What follows belongs to an exercise in optimizing a design on an open flow for small area, a short achievable clock period and few clock cycles; a production flow would make more cautious choices.
Where RTL was checked, it was by simulation tests only, not by an equivalence proof against the original.
Only the layout flow was run in run 1; the RTL was not checked for function there.
Power and IR drop assume default switching activity.

--- run.sh ---
#!/bin/bash
# synth_recipe.tcl (not shown) runs the flow's synth.tcl, then flattens the netlist and writes it again
# the make line also repeats each setting of config.mk as NAME=value (left out here)
make -C /OpenROAD-flow-scripts/flow DESIGN_CONFIG=/design/flow/config.mk WORK_HOME=/design/flow/orfs CLKGATE_MAP_FILE= SYNTH_SCRIPT=/design/flow/synth_recipe.tcl finish
--- config.mk ---
export PLATFORM = sky130hd
export DESIGN_NAME = beacon_rssi_aggregator
export DESIGN_NICKNAME = beacon_rssi_aggregator
export VERILOG_FILES = /design/flow/design.v
export SDC_FILE = /design/flow/constraint.sdc
export NUM_CORES = 4
export LEC_CHECK = 0
export CAP_MARGIN = 20
export CORE_MARGIN = 2
export CORE_UTILIZATION = 40
export SLEW_MARGIN = 20
--- constraint.sdc ---
create_clock -name core_clock -period 12.0 [get_ports {clk}]
set_input_delay 2.4000 -clock core_clock [delete_from_list [all_inputs] [get_ports {clk}]]
set_output_delay 2.4000 -clock core_clock [all_outputs]
set_load 0.01 [all_outputs]
--- design.v ---
package bra_pkg;
  localparam int unsigned SAMPLES = 5;
  localparam logic [15:0] COUNT_MAX = 16'hFFFF;
  localparam logic [31:0] WRAP_HALF = 32'h8000_0000;
  localparam logic CMD_OBSERVE = 1'b0;
  localparam logic CMD_FINISH  = 1'b1;
  localparam logic KIND_BEACON  = 1'b0;
  localparam logic KIND_SUMMARY = 1'b1;
endpackage
module bra_divider (
  input  logic [15:0] rem_in,
  input  logic        dbit,
  input  logic [15:0] divisor,
  output logic [15:0] rem_out,
  output logic        qbit
);
  logic [17:0] trial;
  assign trial   = {1'b0, rem_in, dbit} - {2'b00, divisor};
  assign qbit    = !trial[17];
  assign rem_out = qbit ? trial[15:0] : {rem_in[14:0], dbit};
endmodule
module beacon_rssi_aggregator #(
  parameter int TABLE_ENTRIES = 8
) (
  input  logic         clk,
  input  logic         rst_n,
  input  logic         in_tvalid,
  output logic         in_tready,
  input  logic [127:0] in_tdata,
  input  logic         in_tuser,
  output logic         out_tvalid,
  input  logic         out_tready,
  output logic [159:0] out_tdata,
  output logic         out_tuser,
  output logic         out_tlast
);
  localparam int N = 8;
  logic        [47:0] t_id    [N];
  logic        [7:0]  t_track [N];
  logic        [23:0] t_sum   [N];
  logic        [15:0] t_cnt   [N];
  logic        [7:0]  t_peak  [N];
  logic        [7:0]  t_ptx   [N];
  logic        [31:0] t_lat   [N];
  logic        [7:0]  t_trim  [N];
  logic [3:0]  u_r;         
  logic [2:0]  base_r;      
  logic [15:0] raw_r, drops_r;
  logic        s2v_r, s2fin_r, s2known_r;
  logic [47:0] h_id_r;
  logic [7:0]  h_track_r, h_rssi_r, h_tx_r;
  logic [31:0] h_seen_r;    
  logic [N-1:0] h_hit_r;
  logic              s3v_r;
  logic [2:0]        s3slot_r;
  logic signed [10:0] s3tn_r;
  logic [1:0]        s3d_r;
  logic [7:0]        trim_v;
  logic        em_busy_r;      
  logic        am_pend_r;      
  logic        iss_done_r;     
  logic [3:0]  iss_r;          
  logic [3:0]  n_old_r;        
  logic [2:0]  obase_r;
  logic [3:0]  occ_r;          
  logic [15:0] raw_old_r, sdrop_old_r;
  logic [2:0]  best_r;
  logic        p1v_r, p1sum_r, p1neg_r;
  logic [2:0]  p1slot_r;
  logic [15:0] p1rem_r, p1c_r;
  logic [3:0]  p1m_r, p1q_r;
  logic        dv_r, dsum_r;
  logic [2:0]  dslot_r;
  logic [7:0]  dmean_r;
  logic signed [7:0] x;
  assign x = h_rssi_r;
  logic obs, kobs, found, full, need_app, app_block, fin_block, go;
  logic [2:0] app_slot;
  assign obs      = s2v_r && !s2fin_r;
  assign kobs     = obs && s2known_r;
  assign found    = |h_hit_r;
  assign full     = u_r[3];
  assign need_app = kobs && !found && !full;
  assign app_slot = base_r + u_r[2:0];
  assign app_block = need_app && (({1'b0, u_r} + {1'b0, occ_r}) >= 5'd8);
  assign fin_block = s2fin_r && em_busy_r;
  assign go        = s2v_r && !app_block && !fin_block;
  assign in_tready = !s2v_r || go;
  logic [23:0] sum_b;
  logic [15:0] cnt_b;
  logic [7:0]  peak_b;
  logic [31:0] lat_b;
  always_comb begin
    sum_b = '0; cnt_b = '0; peak_b = '0; lat_b = '0;
    for (int p = 0; p < N; p++) begin
      sum_b  = sum_b  | ({24{h_hit_r[p]}} & t_sum[p]);
      cnt_b  = cnt_b  | ({16{h_hit_r[p]}} & t_cnt[p]);
      peak_b = peak_b | ({8{h_hit_r[p]}}  & t_peak[p]);
      lat_b  = lat_b  | ({32{h_hit_r[p]}} & t_lat[p]);
    end
  end
  logic              few, sat;
  logic [2:0]        k;
  logic signed [23:0] sumv, sum_n, sum_w;
  logic [15:0]       cnt_n;
  logic signed [7:0] tmin_b, tmin_n, mn5, mx5;
  logic signed [9:0] s_n;
  logic signed [10:0] tn5;
  logic              peak_upd, lat_upd;
  logic [31:0]       dlat;
  assign few  = (cnt_b[15:3] == 13'd0) && (cnt_b[2:0] <= 3'd4);
  assign k      = cnt_b[2:0];
  assign sat    = (cnt_b == 16'hFFFF);
  assign sumv   = few ? {{14{sum_b[9]}}, sum_b[9:0]} : sum_b;
  assign sum_n  = sat ? sumv : sumv + {{16{x[7]}}, x};
  assign cnt_n  = sat ? cnt_b : cnt_b + 16'd1;
  assign tmin_b = sum_b[23:16];
  assign tmin_n = (k == 3'd0 || x < tmin_b) ? x : tmin_b;
  assign s_n    = sumv[9:0] + {{2{x[7]}}, x};
  assign mn5    = (x < tmin_b) ? x : tmin_b;
  assign mx5    = (x > $signed(peak_b)) ? x : $signed(peak_b);
  assign tn5    = {sumv[9], sumv[9:0]} + {{3{x[7]}}, x} - {{3{mn5[7]}}, mn5} - {{3{mx5[7]}}, mx5};
  assign sum_w  = (few && k != 3'd4) ? {tmin_n, 6'd0, s_n} : sum_n;
  assign peak_upd = !found || (x > $signed(peak_b));
  assign dlat    = h_seen_r - lat_b;
  assign lat_upd = !found || !dlat[31];
  logic [N-1:0] wr, app;
  always_comb begin
    for (int p = 0; p < N; p++) begin
      app[p] = need_app && (app_slot == 3'(p));
      wr[p]  = kobs && go && (h_hit_r[p] || app[p]);
    end
  end
  always_ff @(posedge clk) begin
    for (int p = 0; p < N; p++) begin
      if (wr[p]) begin
        t_sum[p] <= sum_w;
        t_cnt[p] <= cnt_n;
        if (peak_upd) begin
          t_peak[p] <= x;
          t_ptx[p]  <= h_tx_r;
        end
        if (lat_upd) t_lat[p] <= h_seen_r;
      end
      if (go && app[p]) begin
        t_id[p]    <= h_id_r;
        t_track[p] <= h_track_r;
      end
      if (s3v_r && s3slot_r == 3'(p)) t_trim[p] <= trim_v;
    end
  end
  logic [16:0] dsum17;
  logic [15:0] sdrop;
  assign dsum17 = {1'b0, h_seen_r[15:0]} + {1'b0, drops_r};
  assign sdrop  = !h_seen_r[16] ? h_seen_r[15:0] : (dsum17[16] ? 16'hFFFF : dsum17[15:0]);
  logic [N-1:0] s1mask, s2tgt, s1hit;
  logic         fwd;
  always_comb begin
    for (int p = 0; p < N; p++) begin
      s1mask[p] = ({1'b0, 3'(3'(p) - base_r)} < u_r) && !(s2v_r && s2fin_r);
      s2tgt[p]  = h_hit_r[p] || app[p];
    end
    fwd = kobs && (in_tdata[47:0] == h_id_r);
    for (int p = 0; p < N; p++)
      s1hit[p] = (s1mask[p] && (in_tdata[47:0] == t_id[p])) || (fwd && s2tgt[p]);
  end
  logic [9:0]  tmag, tq;
  logic [20:0] tprod;
  always_comb begin
    tmag  = s3tn_r[10] ? 10'(-s3tn_r) : s3tn_r[9:0];
    tprod = {11'd0, tmag} * 21'd683;
    case (s3d_r)
      2'd0: tq = tmag;
      2'd1: tq = {1'b0, tmag[9:1]};
      2'd2: tq = tprod[20:11];
      default: tq = {2'b0, tmag[9:2]};
    endcase
    trim_v = s3tn_r[10] ? -(tq[7:0]) : tq[7:0];
  end
  logic [N-1:0]      am_v;
  logic [2:0]        am_l  [N];
  logic [2:0]        l1_s  [4];
  logic              l1_v  [4];
  logic [2:0]        l2_s  [2];
  logic              l2_v  [2];
  logic [2:0]        am_best;
  function automatic logic beats(input logic av, input logic [7:0] at, input logic [2:0] al,
                                 input logic bv, input logic [7:0] bt, input logic [2:0] bl);
    beats = av && (!bv || ($signed(at) > $signed(bt)) || (at == bt && al < bl));
  endfunction
  always_comb begin
    for (int p = 0; p < N; p++) begin
      am_l[p] = 3'(p) - obase_r;
      am_v[p] = ({1'b0, am_l[p]} < n_old_r);
    end
    for (int i = 0; i < 4; i++) begin
      if (beats(am_v[2*i+1], t_trim[2*i+1], am_l[2*i+1], am_v[2*i], t_trim[2*i], am_l[2*i])) begin
        l1_s[i] = 3'(2*i+1);
      end else begin
        l1_s[i] = 3'(2*i);
      end
      l1_v[i] = am_v[2*i] || am_v[2*i+1];
    end
    for (int i = 0; i < 2; i++) begin
      if (beats(l1_v[2*i+1], t_trim[l1_s[2*i+1]], am_l[l1_s[2*i+1]],
                l1_v[2*i], t_trim[l1_s[2*i]], am_l[l1_s[2*i]])) begin
        l2_s[i] = l1_s[2*i+1];
      end else begin
        l2_s[i] = l1_s[2*i];
      end
      l2_v[i] = l1_v[2*i] || l1_v[2*i+1];
    end
    if (beats(l2_v[1], t_trim[l2_s[1]], am_l[l2_s[1]], l2_v[0], t_trim[l2_s[0]], am_l[l2_s[0]]))
      am_best = l2_s[1];
    else
      am_best = l2_s[0];
  end
  logic        take, p1take, issue, iss_beacon;
  logic [2:0]  iss_slot;
  logic [23:0] i_sum, i_sumv, i_mag;
  logic [15:0] i_cnt;
  logic        i_few;
  logic [15:0] r8, r7, r6, r5, r4;
  logic        q7, q6, q5, q4;
  assign take   = !dv_r || out_tready;
  assign p1take = !p1v_r || take;
  assign issue  = em_busy_r && !iss_done_r && p1take;
  assign iss_beacon = (iss_r != n_old_r);
  assign iss_slot = obase_r + iss_r[2:0];
  assign i_sum  = t_sum[iss_slot];
  assign i_cnt  = t_cnt[iss_slot];
  assign i_few = (i_cnt[15:3] == 13'd0) && (i_cnt[2:0] <= 3'd4);
  assign i_sumv = i_few ? {{14{i_sum[9]}}, i_sum[9:0]} : i_sum;
  assign i_mag  = i_sumv[23] ? -i_sumv : i_sumv;
  assign r8     = {1'b0, i_mag[22:8]};
  bra_divider u_d7 (.rem_in(r8), .dbit(i_mag[7]), .divisor(i_cnt), .rem_out(r7), .qbit(q7));
  bra_divider u_d6 (.rem_in(r7), .dbit(i_mag[6]), .divisor(i_cnt), .rem_out(r6), .qbit(q6));
  bra_divider u_d5 (.rem_in(r6), .dbit(i_mag[5]), .divisor(i_cnt), .rem_out(r5), .qbit(q5));
  bra_divider u_d4 (.rem_in(r5), .dbit(i_mag[4]), .divisor(i_cnt), .rem_out(r4), .qbit(q4));
  logic [15:0] r3, r2, r1, r0;
  logic        q3, q2, q1, q0;
  logic [7:0]  mq;
  bra_divider u_d3 (.rem_in(p1rem_r), .dbit(p1m_r[3]), .divisor(p1c_r), .rem_out(r3), .qbit(q3));
  bra_divider u_d2 (.rem_in(r3), .dbit(p1m_r[2]), .divisor(p1c_r), .rem_out(r2), .qbit(q2));
  bra_divider u_d1 (.rem_in(r2), .dbit(p1m_r[1]), .divisor(p1c_r), .rem_out(r1), .qbit(q1));
  bra_divider u_d0 (.rem_in(r1), .dbit(p1m_r[0]), .divisor(p1c_r), .rem_out(r0), .qbit(q0));
  assign mq = {p1q_r, q3, q2, q1, q0};
  logic fin_go, obs_go, ok_f, has_b;
  assign fin_go = go && s2fin_r;
  assign obs_go = go && obs;
  assign ok_f   = h_seen_r[16];
  assign has_b  = ok_f && (u_r != 4'd0);
  always_ff @(posedge clk) begin
    if (in_tready) begin
      h_id_r    <= in_tdata[47:0];
      h_track_r <= in_tdata[56:49];
      h_rssi_r  <= in_tdata[64:57];
      h_tx_r    <= in_tdata[72:65];
      h_seen_r  <= in_tuser ? {15'd0, in_tdata[105], in_tdata[121:106]} : in_tdata[104:73];
      s2fin_r   <= in_tuser;
      s2known_r <= in_tdata[48];
      h_hit_r   <= s1hit;
    end
    s3slot_r <= found ? {h_hit_r[4] | h_hit_r[5] | h_hit_r[6] | h_hit_r[7],
                         h_hit_r[2] | h_hit_r[3] | h_hit_r[6] | h_hit_r[7],
                         h_hit_r[1] | h_hit_r[3] | h_hit_r[5] | h_hit_r[7]} : app_slot;
    s3tn_r   <= (k == 3'd4) ? tn5 : {s_n[9], s_n};
    s3d_r    <= (k == 3'd4) ? 2'd2 : k[1:0];
    if (p1take) begin
      p1sum_r  <= !iss_beacon;
      p1slot_r <= iss_slot;
      p1rem_r  <= r4;
      p1c_r    <= i_cnt;
      p1m_r    <= i_mag[3:0];
      p1q_r    <= {q7, q6, q5, q4};
      p1neg_r  <= i_sumv[23];
    end
    if (take && p1v_r) begin
      dsum_r  <= p1sum_r;
      dslot_r <= p1slot_r;
      dmean_r <= p1neg_r ? -mq : mq;
    end
    if (am_pend_r) best_r <= am_best;
    if (fin_go) begin
      raw_old_r   <= raw_r;
      sdrop_old_r <= sdrop;
      n_old_r     <= has_b ? u_r : 4'd0;
      obase_r     <= base_r;
    end
    if (!rst_n) begin
      s2v_r     <= 1'b0;
      s3v_r     <= 1'b0;
      u_r       <= '0;
      base_r    <= '0;
      raw_r     <= '0;
      drops_r   <= '0;
      em_busy_r <= 1'b0;
      am_pend_r <= 1'b0;
      iss_done_r <= 1'b0;
      iss_r     <= '0;
      occ_r     <= '0;
      p1v_r     <= 1'b0;
      dv_r      <= 1'b0;
    end else begin
      if (in_tready) s2v_r <= in_tvalid;
      s3v_r <= kobs && go && few && (found || !full);
      am_pend_r <= fin_go;
      if (obs_go) begin
        if (raw_r != 16'hFFFF) raw_r <= raw_r + 16'd1;
        if (kobs && !found && full && drops_r != 16'hFFFF) drops_r <= drops_r + 16'd1;
        if (need_app) u_r <= u_r + 4'd1;
      end
      if (take) dv_r <= p1v_r;
      if (dv_r && out_tready) begin
        if (dsum_r) em_busy_r <= 1'b0;
        else occ_r <= occ_r - 4'd1;
      end
      if (p1take) p1v_r <= issue;
      if (issue) begin
        if (iss_beacon) iss_r <= iss_r + 4'd1;
        else iss_done_r <= 1'b1;
      end
      if (fin_go) begin
        u_r       <= '0;
        base_r    <= base_r + u_r[2:0];
        raw_r     <= '0;
        drops_r   <= '0;
        em_busy_r <= 1'b1;
        iss_done_r <= 1'b0;
        iss_r     <= '0;
        occ_r     <= has_b ? u_r : 4'd0;
      end
    end
  end
  always_comb begin
    if (dsum_r) begin
      out_tdata = {7'd0, sdrop_old_r, 1'b0, raw_old_r, 120'd0};
    end else begin
      out_tdata = {23'd0, (dslot_r == best_r), t_cnt[dslot_r], t_lat[dslot_r], t_ptx[dslot_r],
                   t_peak[dslot_r], dmean_r, t_trim[dslot_r], t_track[dslot_r], t_id[dslot_r]};
    end
  end
  assign out_tvalid = dv_r;
  assign out_tuser  = dsum_r;
  assign out_tlast  = dsum_r;
endmodule
==> results of run 1 <==
-- synthesized netlist by cell type (all sizes together) (44+ instances only) --
library cell | instances | area share [%]
mux2 | 144 | 1.9
ha | 390 | 5.8
dfxtp | 70 | 1.7
buf | 114 | 0.68
nor2 | 518 | 2.3
clkbuf | 290 | 1.3
fa | 52 | 1.2
mux2i | 192 | 2.3
a221oi | 118 | 1.2
nor4 | 65 | 0.54
nor2b | 87 | 0.64
xnor2 | 372 | 3.9
a22oi | 330 | 2.9
xor2 | 209 | 2.2
a22o | 73 | 0.76
inv | 375 | 1.7
mux4 | 69 | 1.8
nand2 | 354 | 1.6
o21ai | 278 | 1.7
nor3 | 206 | 1.2
nand4 | 136 | 1.0
edfxtp | 1429 | 51
a21o | 72 | 0.64
a31oi | 44 | 0.33
a21oi | 372 | 2.2
o22ai | 76 | 0.56
nand2b | 59 | 0.44
a211oi | 91 | 0.82
o21a | 61 | 0.54
and4 | 52 | 0.54
nand3 | 79 | 0.47
-- how the worst max path moves through the flow --
stage | from | end | slack [ps] | depth (start not counted)
after CTS | obase_r[0]$_DFFE_PP_ | p1rem_r[3]$_DFFE_PN_ | -890 | 63
after detailed placement | obase_r[0]$_DFFE_PP_ | p1rem_r[12]$_DFFE_PN_ | -1660 | 64
after floorplan | obase_r[0]$_DFFE_PP_ | p1rem_r[3]$_DFFE_PN_ | -530 | 66
after global placement | obase_r[0]$_DFFE_PP_ | p1rem_r[3]$_DFFE_PN_ | -1560 | 65
final | obase_r[0]$_DFFE_PP_ | p1rem_r[3]$_DFFE_PN_ | -1010 | 63
after global routing | obase_r[0]$_DFFE_PP_ | p1rem_r[7]$_DFFE_PN_ | -1610 | 67
-- per-layer routing --
metal  up-vias  global-route usage, %
li1      28900                      -
met1     32900                   38.4
met2      3755                   43.5
met3       655                   5.52
met4         4                   12.5
met5         -                      0
-- worst max-delay path, delay by kind of cell (launching register included) --
family          cells  cell delay, ps
flops               1             380
compound gates     26            5040
fa+ha+maj           7            2240
buf+inv             9             770
xor+xnor            1             110
mux                 4            1470
simple gates       16            2700
-- placed cells by master (no fill, tap or decap), types with 69 or more instances in the layout --
master                            synthesis  layout
sky130_fd_sc_hd__edfxtp_1              1429    1429
sky130_fd_sc_hd__buf_4                   19     576
sky130_fd_sc_hd__nor2_1                 517     494
sky130_fd_sc_hd__ha_1                   390     381
sky130_fd_sc_hd__xnor2_1                371     370
sky130_fd_sc_hd__inv_1                  372     366
sky130_fd_sc_hd__a21oi_1                372     357
sky130_fd_sc_hd__nand2_1                353     343
sky130_fd_sc_hd__a22oi_1                330     328
sky130_fd_sc_hd__clkdlybuf4s50_1          0     282
sky130_fd_sc_hd__o21ai_0                267     255
sky130_fd_sc_hd__xor2_1                 209     209
sky130_fd_sc_hd__mux2i_1                192     189
sky130_fd_sc_hd__nor3_1                 206     182
sky130_fd_sc_hd__clkbuf_16                0     163
sky130_fd_sc_hd__nand4_1                135     135
sky130_fd_sc_hd__mux2_2                 141     134
sky130_fd_sc_hd__a221oi_1               117     117
sky130_fd_sc_hd__a211oi_1                90      87
sky130_fd_sc_hd__nor2b_1                 87      79
sky130_fd_sc_hd__nand3_1                 79      77
sky130_fd_sc_hd__o22ai_1                 76      74
sky130_fd_sc_hd__a22o_1                  73      73
sky130_fd_sc_hd__a21o_1                  72      72
sky130_fd_sc_hd__mux4_2                  69      69
sky130_fd_sc_hd__dfxtp_1                 70      69
-- registers in the layout (all words and copies together), names as in the netlist, 32 cells and up --
name and count:
t_peak 64, t_sum 192, h_seen_r 32, t_lat 256, t_id 384, h_id_r 48, t_trim 64, t_ptx 64
t_cnt 128, t_track 64
-- stage by stage --
stage	total power [W]	setup slack, ps	cell area [um^2]	hold WS, ps	std cells
2_1_floorplan	0.0206	-526	84700	400	7240
3_3_place_gp	0.0265	-1560	94100	404	10500
3_5_place_dp	0.0268	-1660	94100	414	10500
4_1_cts	0.0330	-893	99900	402	10800
5_1_grt	0.0363	-1610	100000	437	10800
6_report	0.0336	-1010	100000	411	10800
-- cell type report --
type / count / area, um^2
multi-input cells: 4958 / 38000
flip-flops and latches: 1499 / 44300
fillers: 18800 / 109000
inverters: 379 / 1430
repair buffers: 894 / 7720
clock inverters: 86 / 951
well taps: 2805 / 3510
diodes: 6 / 15.0
clock buffers: 210 / 4300
-- what timing repair did --
item                                    4_1_cts  5_1_grt
hold buffers                                  0        0
pin swaps                                    40       53
gates cloned                                  2        0
endpoints found under the setup margin       17       24
setup buffers                                32       12
resized for setup                            75       58
-- kinds of logic after synthesis --
logic type,count (synthesis),synth area share (%)
simple gates,1711,9.98
compound gates,1811,14.7
flops,1499,52.5
xor+xnor,582,6.07
fa+ha+maj,442,7.02
other cells,1,0.00444
buf+inv,783,3.65
mux,405,6.04
-- power by group --
part / total [W] / switching [W] / internal, W / leakage, nW
logic: 0.0215 / 0.0113 / 0.0102 / 20.2
registers: 0.00709 / 0.000193 / 0.00690 / 13.7
clock network: 0.00497 / 0.00221 / 0.00276 / 2.53
total: 0.0336 / 0.0137 / 0.0199 / 36.4
==> impl_metrics.ini, run 1 <==
[worst_hold_path]
timing.hold.worst_endpoint = dsum_r$_DFFE_PP_
worstHoldStart = p1sum_r$_DFFE_PN_
hold_depth = 0
type_of_the_most_critical_hold_path = reg2reg

[worst_setup_path]
category_of_the_worst_setup_path_capture_point = flop
critical_path_arrival_ps = 13580
worstPathRequired_ps = 12570
worst_setup_path_start_kind = flop
worst-r2r-cell-count = 63
r2r_end = p1rem_r[3]$_DFFE_PN_
cpMaxStageDelayCell = sky130_fd_sc_hd__fa_4
regToRegStartpoint = obase_r[0]$_DFFE_PP_
critical_path_class = reg2reg
worst-r2r-setup-slack_ps = -1010
critical_path.max_stage_delay_ps = 880
crit_fanout = 8

[power]
max-vdd-ir-drop_mv = 0.897
total_leakage_power_nw = 36.4
pwr_density_cell_mw_per_mm2 = 335

[synthesis]
synth_seq_area_share_pct = 52.5
syn-mean-instance-area_um2 = 11.7
yosys.cell_types.count = 99
count_of_warnings_emitted_by_yosys = 14
cell_area_after_synthesis_mm2 = 0.0844
synthArstFlopShare_pct = 0
synthesis.instances = 7234
synth_enable_flop_cells = 1429
ys_ff_latch = 1499
postSynth.topFlopCell = sky130_fd_sc_hd__edfxtp_1

[clocking]
cts_tree = done
clock_sink_count = 1499
root_buffer = sky130_fd_sc_hd__clkbuf_16
cts-buffers-inserted = 163
clkLatencyLatePin_ps = 860
max-clock-path-buffers = 3
cts.htree.levels = 4
clock_input_transition_at_the_sequential_cells_of_the_worst_setup_and_hold_paths_ps = 60

[routing]
dr_wl_met3_um = 31000
wl_met2_um = 139000
drc = 0
final_wirelength_um = 312000
postRouteAntennaNets = 0
dr.pass1.iters = 12
route.detailed.vias_per_inst = 6.11
met1Wirelength_um = 127000
avgRoutedWirePerCell_um = 28.8
drt-initial-drc-count = 8874
routed-via-count = 66200
route.top_layer_used = met5

[grt]
gr-usage-all-layers_pct = 28.2
grt_pass1_vias = 64200
grt_antenna_before_repair = 9
grt.overflow.total = 0
grt_start_max_net_pins = 112
global_route_wire_length_before_repair_um = 446000

[die]
floorplan.initialDensity_pct = 40.3
rows = 168
floorplan.die_area_mm2 = 0.215
die_h_um = 463
count_of_pins_on_the_block_boundary = 297
core_region_area_mm2 = 0.210
die_width_um = 463

[timing]
final_min_period_over_clock_period_pct = 108
max_slew_margin_pct = 19.5
timing_max_transition_violations_final = 0
setup_ws_ps = -1010
timing.clock.skew_ps = 87.2
final.min_clock_period_ps = 13010
tns_ps = -15250
rsz0062_at_grt = yes
final_hold_viol_count = 0
final-setup-viol-count = 17
fmaxAchievable_ghz = 0.0769
worst_slew_pin_slew_ps = 1200

[layout]
final_core_util_pct = 47.8
nNetsFinal = 8470
drive_gt1_share_pct = 15.7
layout-area-overhead-vs-synth_pct = 18.8

[run_status]
outcome = complete, but fails checks
failed_checks = setup timing

[place]
placed_wire_length_estimate_after_detailed_placement_um = 212000
io_buffers = 283
finalWeightedCongestion = 1.02

[job]
maxCapViolCount = 0
==> run 2, diff against run 1 <==
--- a/design.v
+++ b/design.v
@@ -65,10 +65,17 @@
   logic [3:0]  occ_r;          
   logic [15:0] raw_old_r, sdrop_old_r;
   logic [2:0]  best_r;
-  logic        p1v_r, p1sum_r, p1neg_r;
-  logic [2:0]  p1slot_r;
-  logic [15:0] p1rem_r, p1c_r;
-  logic [3:0]  p1m_r, p1q_r;
+  logic [2:0]  islot_r;        
+  logic        pav_r, pasum_r, paneg_r;
+  logic [2:0]  paslot_r;
+  logic [15:0] pa_rem_r, pa_c_r;
+  logic [5:0]  pa_m_r;
+  logic [1:0]  pa_q_r;
+  logic        pbv_r, pbsum_r, pbneg_r;
+  logic [2:0]  pbslot_r;
+  logic [15:0] pb_rem_r, pb_c_r;
+  logic [2:0]  pb_m_r;
+  logic [4:0]  pb_q_r;
   logic        dv_r, dsum_r;
   logic [2:0]  dslot_r;
   logic [7:0]  dmean_r;
@@ -88,7 +95,7 @@
   assign in_tready = !s2v_r || go;
   logic [23:0] sum_b;
   logic [15:0] cnt_b;
-  logic [7:0]  peak_b;
+  logic signed [7:0] peak_b;
   logic [31:0] lat_b;
   always_comb begin
     sum_b = '0; cnt_b = '0; peak_b = '0; lat_b = '0;
@@ -118,10 +125,10 @@
   assign tmin_n = (k == 3'd0 || x < tmin_b) ? x : tmin_b;
   assign s_n    = sumv[9:0] + {{2{x[7]}}, x};
   assign mn5    = (x < tmin_b) ? x : tmin_b;
-  assign mx5    = (x > $signed(peak_b)) ? x : $signed(peak_b);
+  assign mx5    = (x > peak_b) ? x : peak_b;
   assign tn5    = {sumv[9], sumv[9:0]} + {{3{x[7]}}, x} - {{3{mn5[7]}}, mn5} - {{3{mx5[7]}}, mx5};
   assign sum_w  = (few && k != 3'd4) ? {tmin_n, 6'd0, s_n} : sum_n;
-  assign peak_upd = !found || (x > $signed(peak_b));
+  assign peak_upd = !found || (x > peak_b);
   assign dlat    = h_seen_r - lat_b;
   assign lat_upd = !found || !dlat[31];
   logic [N-1:0] wr, app;
@@ -184,9 +191,9 @@
   logic [2:0]        l2_s  [2];
   logic              l2_v  [2];
   logic [2:0]        am_best;
-  function automatic logic beats(input logic av, input logic [7:0] at, input logic [2:0] al,
-                                 input logic bv, input logic [7:0] bt, input logic [2:0] bl);
-    beats = av && (!bv || ($signed(at) > $signed(bt)) || (at == bt && al < bl));
+  function automatic logic beats(input logic av, input logic signed [7:0] at, input logic [2:0] al,
+                                 input logic bv, input logic signed [7:0] bt, input logic [2:0] bl);
+    beats = av && (!bv || (at > bt) || (at == bt && al < bl));
   endfunction
   always_comb begin
     for (int p = 0; p < N; p++) begin
@@ -215,36 +222,33 @@
     else
       am_best = l2_s[0];
   end
-  logic        take, p1take, issue, iss_beacon;
-  logic [2:0]  iss_slot;
+  logic        take, pbtake, patake, issue, iss_beacon;
   logic [23:0] i_sum, i_sumv, i_mag;
   logic [15:0] i_cnt;
   logic        i_few;
-  logic [15:0] r8, r7, r6, r5, r4;
-  logic        q7, q6, q5, q4;
+  logic [15:0] r8, r7, r6, r5, r4, r3, r2, r1, r0;
+  logic        q7, q6, q5, q4, q3, q2, q1, q0;
+  logic [7:0]  mq;
   assign take   = !dv_r || out_tready;
-  assign p1take = !p1v_r || take;
-  assign issue  = em_busy_r && !iss_done_r && p1take;
+  assign pbtake = !pbv_r || take;
+  assign patake = !pav_r || pbtake;
+  assign issue  = em_busy_r && !iss_done_r && patake;
   assign iss_beacon = (iss_r != n_old_r);
-  assign iss_slot = obase_r + iss_r[2:0];
-  assign i_sum  = t_sum[iss_slot];
-  assign i_cnt  = t_cnt[iss_slot];
+  assign i_sum  = t_sum[islot_r];
+  assign i_cnt  = t_cnt[islot_r];
   assign i_few = (i_cnt[15:3] == 13'd0) && (i_cnt[2:0] <= 3'd4);
   assign i_sumv = i_few ? {{14{i_sum[9]}}, i_sum[9:0]} : i_sum;
   assign i_mag  = i_sumv[23] ? -i_sumv : i_sumv;
   assign r8     = {1'b0, i_mag[22:8]};
   bra_divider u_d7 (.rem_in(r8), .dbit(i_mag[7]), .divisor(i_cnt), .rem_out(r7), .qbit(q7));
   bra_divider u_d6 (.rem_in(r7), .dbit(i_mag[6]), .divisor(i_cnt), .rem_out(r6), .qbit(q6));
-  bra_divider u_d5 (.rem_in(r6), .dbit(i_mag[5]), .divisor(i_cnt), .rem_out(r5), .qbit(q5));
-  bra_divider u_d4 (.rem_in(r5), .dbit(i_mag[4]), .divisor(i_cnt), .rem_out(r4), .qbit(q4));
-  logic [15:0] r3, r2, r1, r0;
-  logic        q3, q2, q1, q0;
-  logic [7:0]  mq;
-  bra_divider u_d3 (.rem_in(p1rem_r), .dbit(p1m_r[3]), .divisor(p1c_r), .rem_out(r3), .qbit(q3));
-  bra_divider u_d2 (.rem_in(r3), .dbit(p1m_r[2]), .divisor(p1c_r), .rem_out(r2), .qbit(q2));
-  bra_divider u_d1 (.rem_in(r2), .dbit(p1m_r[1]), .divisor(p1c_r), .rem_out(r1), .qbit(q1));
-  bra_divider u_d0 (.rem_in(r1), .dbit(p1m_r[0]), .divisor(p1c_r), .rem_out(r0), .qbit(q0));
-  assign mq = {p1q_r, q3, q2, q1, q0};
+  bra_divider u_d5 (.rem_in(pa_rem_r), .dbit(pa_m_r[5]), .divisor(pa_c_r), .rem_out(r5), .qbit(q5));
+  bra_divider u_d4 (.rem_in(r5), .dbit(pa_m_r[4]), .divisor(pa_c_r), .rem_out(r4), .qbit(q4));
+  bra_divider u_d3 (.rem_in(r4), .dbit(pa_m_r[3]), .divisor(pa_c_r), .rem_out(r3), .qbit(q3));
+  bra_divider u_d2 (.rem_in(pb_rem_r), .dbit(pb_m_r[2]), .divisor(pb_c_r), .rem_out(r2), .qbit(q2));
+  bra_divider u_d1 (.rem_in(r2), .dbit(pb_m_r[1]), .divisor(pb_c_r), .rem_out(r1), .qbit(q1));
+  bra_divider u_d0 (.rem_in(r1), .dbit(pb_m_r[0]), .divisor(pb_c_r), .rem_out(r0), .qbit(q0));
+  assign mq = {pb_q_r, q2, q1, q0};
   logic fin_go, obs_go, ok_f, has_b;
   assign fin_go = go && s2fin_r;
   assign obs_go = go && obs;
@@ -266,19 +270,28 @@
                          h_hit_r[1] | h_hit_r[3] | h_hit_r[5] | h_hit_r[7]} : app_slot;
     s3tn_r   <= (k == 3'd4) ? tn5 : {s_n[9], s_n};
     s3d_r    <= (k == 3'd4) ? 2'd2 : k[1:0];
-    if (p1take) begin
-      p1sum_r  <= !iss_beacon;
-      p1slot_r <= iss_slot;
-      p1rem_r  <= r4;
-      p1c_r    <= i_cnt;
-      p1m_r    <= i_mag[3:0];
-      p1q_r    <= {q7, q6, q5, q4};
-      p1neg_r  <= i_sumv[23];
-    end
-    if (take && p1v_r) begin
-      dsum_r  <= p1sum_r;
-      dslot_r <= p1slot_r;
-      dmean_r <= p1neg_r ? -mq : mq;
+    if (patake) begin
+      pasum_r  <= !iss_beacon;
+      paslot_r <= islot_r;
+      pa_rem_r <= r6;
+      pa_c_r   <= i_cnt;
+      pa_m_r   <= i_mag[5:0];
+      pa_q_r   <= {q7, q6};
+      paneg_r  <= i_sumv[23];
+    end
+    if (pbtake) begin
+      pbsum_r  <= pasum_r;
+      pbslot_r <= paslot_r;
+      pb_rem_r <= r3;
+      pb_c_r   <= pa_c_r;
+      pb_m_r   <= pa_m_r[2:0];
+      pb_q_r   <= {pa_q_r, q5, q4, q3};
+      pbneg_r  <= paneg_r;
+    end
+    if (take && pbv_r) begin
+      dsum_r  <= pbsum_r;
+      dslot_r <= pbslot_r;
+      dmean_r <= pbneg_r ? -mq : mq;
     end
     if (am_pend_r) best_r <= am_best;
     if (fin_go) begin
@@ -299,7 +312,8 @@
       iss_done_r <= 1'b0;
       iss_r     <= '0;
       occ_r     <= '0;
-      p1v_r     <= 1'b0;
+      pav_r     <= 1'b0;
+      pbv_r     <= 1'b0;
       dv_r      <= 1'b0;
     end else begin
       if (in_tready) s2v_r <= in_tvalid;
@@ -310,14 +324,18 @@
         if (kobs && !found && full && drops_r != 16'hFFFF) drops_r <= drops_r + 16'd1;
         if (need_app) u_r <= u_r + 4'd1;
       end
-      if (take) dv_r <= p1v_r;
+      if (take) dv_r <= pbv_r;
       if (dv_r && out_tready) begin
         if (dsum_r) em_busy_r <= 1'b0;
         else occ_r <= occ_r - 4'd1;
       end
-      if (p1take) p1v_r <= issue;
+      if (patake) pav_r <= issue;
+      if (pbtake) pbv_r <= pav_r;
       if (issue) begin
-        if (iss_beacon) iss_r <= iss_r + 4'd1;
+        if (iss_beacon) begin
+          iss_r   <= iss_r + 4'd1;
+          islot_r <= islot_r + 3'd1;
+        end
         else iss_done_r <= 1'b1;
       end
       if (fin_go) begin
@@ -328,6 +346,7 @@
         em_busy_r <= 1'b1;
         iss_done_r <= 1'b0;
         iss_r     <= '0;
+        islot_r   <= base_r;
         occ_r     <= has_b ? u_r : 4'd0;
       end
     end
--- a/config.mk
+++ b/config.mk
@@ -8,4 +8,5 @@
 export CAP_MARGIN = 20
 export CORE_MARGIN = 2
 export CORE_UTILIZATION = 40
+export SETUP_SLACK_MARGIN = 5
 export SLEW_MARGIN = 20
==> impl_metrics.ini, run 2 <==
[synthesis]
synthesis.instances = 7215
synth_seq_area_share_pct = 54.0
yosys-top-cells-area = sky130_fd_sc_hd__edfxtp_1 (52%), sky130_fd_sc_hd__ha_1 (5.8%), sky130_fd_sc_hd__xnor2_1 (3.4%), sky130_fd_sc_hd__a22oi_1 (2.8%), sky130_fd_sc_hd__xor2_1 (2.4%)
postSynth.topFlopCell = sky130_fd_sc_hd__edfxtp_1
syn-mean-instance-area_um2 = 11.7
count_leader_synth = sky130_fd_sc_hd__edfxtp_1
cell_area_after_synthesis_mm2 = 0.0847
synthArstFlopShare_pct = 0
yosys.cell_types.count = 92
synth_enable_flop_cells = 1477
synthDominantCellAreaShare_pct = 52.3
netlist.top_cell.by_area = sky130_fd_sc_hd__edfxtp_1
synthTopCellsByCount = sky130_fd_sc_hd__edfxtp_1 (1,477), sky130_fd_sc_hd__nand2_1 (446), sky130_fd_sc_hd__nor2_1 (429)
ys_ff_latch = 1548
count_of_warnings_emitted_by_yosys = 14

[timing]
final-setup-viol-count = 0
tns_ps = 0
final_hold_viol_count = 0
fmaxAchievable_ghz = 0.116
rsz0062_at_grt = yes
timing_max_transition_violations_final = 0
setup_ws_ps = 3360
worst_slew_pin_slew_ps = 1220
final.min_clock_period_ps = 8640
max_slew_margin_pct = 18.1
final_min_period_over_clock_period_pct = 72.0
timing.clock.skew_ps = 75.7

[layout]
drive_gt1_share_pct = 14.0
largest_register_ffs = 384
layout-area-overhead-vs-synth_pct = 19.1
largest_registers = t_id: 384 flops, t_lat: 256 flops, t_sum: 192 flops
final_common_cell = sky130_fd_sc_hd__edfxtp_1
largest-register = t_id
nNetsFinal = 8197
most_frequent_cells_in_the_layout = sky130_fd_sc_hd__edfxtp_1 (1,477), sky130_fd_sc_hd__nand2_1 (437), sky130_fd_sc_hd__nor2_1 (401)

[worst_setup_path]
worstPathRequired_ps = 12580
critical_path_arrival_ps = 9230
cp_top_family = compound AO/OA/AOI/OAI gates
cpMaxStageDelayCell = sky130_fd_sc_hd__or4_4
critical_path_class = reg2reg
category_of_the_worst_setup_path_capture_point = flop
critical_path.max_stage_delay_ps = 630
worst_setup_path_start_kind = flop
crit_buf_inv = 7
crit_fanout = 15

[grt]
grt.overflow.total = 0
grt_antenna_before_repair = 14
grt_pass1_vias = 64200
global_route_wire_length_before_repair_um = 444000
gr-usage-all-layers_pct = 27.9
grt_start_max_net_pins = 101

[clocking]
cts.htree.levels = 4
root_buffer = sky130_fd_sc_hd__clkbuf_16
clock_input_transition_at_the_sequential_cells_of_the_worst_setup_and_hold_paths_ps = 60
clkLatencyLatePin_ps = 850
clock_sink_count = 1548
cts-buffers-inserted = 170
max-clock-path-buffers = 3
cts_tree = done

[power]
max-vdd-ir-drop_mv = 0.875
netSwitchingFraction_pct = 39.2
power.share.combinational_pct = 55.9
switchingPower_w = 0.0114
internal_power_w = 0.0177
clkPwrFrac_pct = 18.6
total_leakage_power_nw = 36.0
portion_of_total_power_attributed_to_sequential_cells_pct = 25.5
pwr_density_cell_mw_per_mm2 = 289

[worst_hold_path]
type_of_the_most_critical_hold_path = reg2reg

[routing]
routed-via-count = 66300
drt-initial-drc-count = 8748
route.detailed.vias_per_inst = 6.27
postRouteAntennaNets = 0
drc = 0
final_wirelength_um = 312000
dr.pass1.iters = 8
avgRoutedWirePerCell_um = 29.5

[die]
floorplan.die_area_mm2 = 0.216
core_region_area_mm2 = 0.210
floorplan.initialDensity_pct = 40.4
count_of_pins_on_the_block_boundary = 297
die_h_um = 464
die_width_um = 464
rows = 168

[job]
maxCapViolCount = 0

[place]
setup_slack_after_placement_ps = 1200
placed_wire_length_estimate_after_detailed_placement_um = 197000
finalWeightedCongestion = 0.970
io_buffers = 283

[run_status]
outcome = no timing/DRC/antenna violations
run 2: worst paths after layout:
check	slack, ps	endpoint	cells after the start	startpoint
worst min register to register	420	pbslot_r[2]$_DFFE_PP_	0	paslot_r[2]$_DFFE_PN_
worst max register to register	3360	pa_rem_r[13]$_DFFE_PN_	37	islot_r[1]$_DFFE_PP_
worst min-delay path	420	pbslot_r[2]$_DFFE_PP_	0	paslot_r[2]$_DFFE_PN_
worst max-delay path	3360	pa_rem_r[13]$_DFFE_PN_	37	islot_r[1]$_DFFE_PP_
run 2: repair_timing:
item / in CTS / in global routing
buffers inserted: 130 / 49
gates cloned: 15 / 4
gates resized for setup: 300 / 130
endpoints found under the setup margin: 236 / 126
pin swaps: 93 / 92
hold buffers: 0 / 0
run 2: layout make-up:
type	instances	area, um^2
Clock inverter	99	1130
Clock buffer	214	4620
Antenna cell	9	22.5
Inverter	365	1420
Timing Repair Buffer	626	6400
Sequential cell	1548	45800
Tap cell	2805	3510
Multi-Input combinational cell	4907	38100
Fill cell	18500	109000
run 2: cell families after synthesis:
family,share of synthesized area (%)
compound gates,15.5
xor+xnor,5.85
fa+ha+maj,7.04
buf+inv,3.49
flops,54.0
mux,4.35
other cells,0.00443
simple gates,9.71
run 2: metal layers:
| metal | vias to the layer above | part of all wire (%) | GRT usage, % |
|---|---|---|---|
| met5 | - | 0.024 | 0 |
| met3 | 857 | 10 | 5.35 |
| li1 | 28500 | - | - |
| met2 | 4080 | 45 | 44.1 |
| met1 | 32900 | 38 | 36.2 |
| met4 | 12 | 6.0 | 15.0 |
run 2: power groups by stage:
stage	logic, W	clock network, W	registers, W
after floorplan	0.0102	0	0.00743
after global placement	0.0131	0	0.00753
after detailed placement	0.0133	0	0.00754
after CTS	0.0152	0.00546	0.00743
after global routing	0.0179	0.00565	0.00745
final	0.0163	0.00541	0.00743
run 2: through the flow:
stage                     std cells  instance area (um^2)  total power (W)  hold slack [ps]  util (%)
after global placement        10100                 91200           0.0206              400      43.5
after detailed placement      10100                 91200           0.0209              405      43.5
after CTS                     10500                 99900           0.0280              417      47.6
after global routing          10600                101000           0.0310              422      48.1
after floorplan                7221                 85100           0.0176              400         -
final                         10600                101000           0.0291              416      48.1
Testbench counts of run 2, summed over its fixed seeds: cycles 5,939.

port drivers added, routing unchanged:
No port has a modelled driver above. Below, the same layouts with a new extraction and two added sets of constraints. Step 1 (the two cells are an assumption about what drives the block):
set clk [get_ports {clk}]
set_driving_cell -lib_cell sky130_fd_sc_hd__clkbuf_16 $clk
set_driving_cell -lib_cell sky130_fd_sc_hd__buf_2 [delete_from_list [all_inputs] $clk]
Step 2 also shifts input and output timing later by t, the mid clock arrival at the registers, as if the neighbouring blocks saw the same clock. Slacks: ideal ports / drivers / drivers and shift; pairs: ideal ports / drivers.
| run | t, ns | setup WS [ns] | latest minus earliest clock arrival (ns) | worst slew at a driven data input, ns |
|---|---|---|---|---|
| run 1 | 0.912 | -1.007 / -1.007 / -1.007 | 0.092 / 0.092 | 0.11 |
| run 2 | 0.918 | 3.355 / 3.355 / 3.355 | 0.090 / 0.090 | 0.14 |
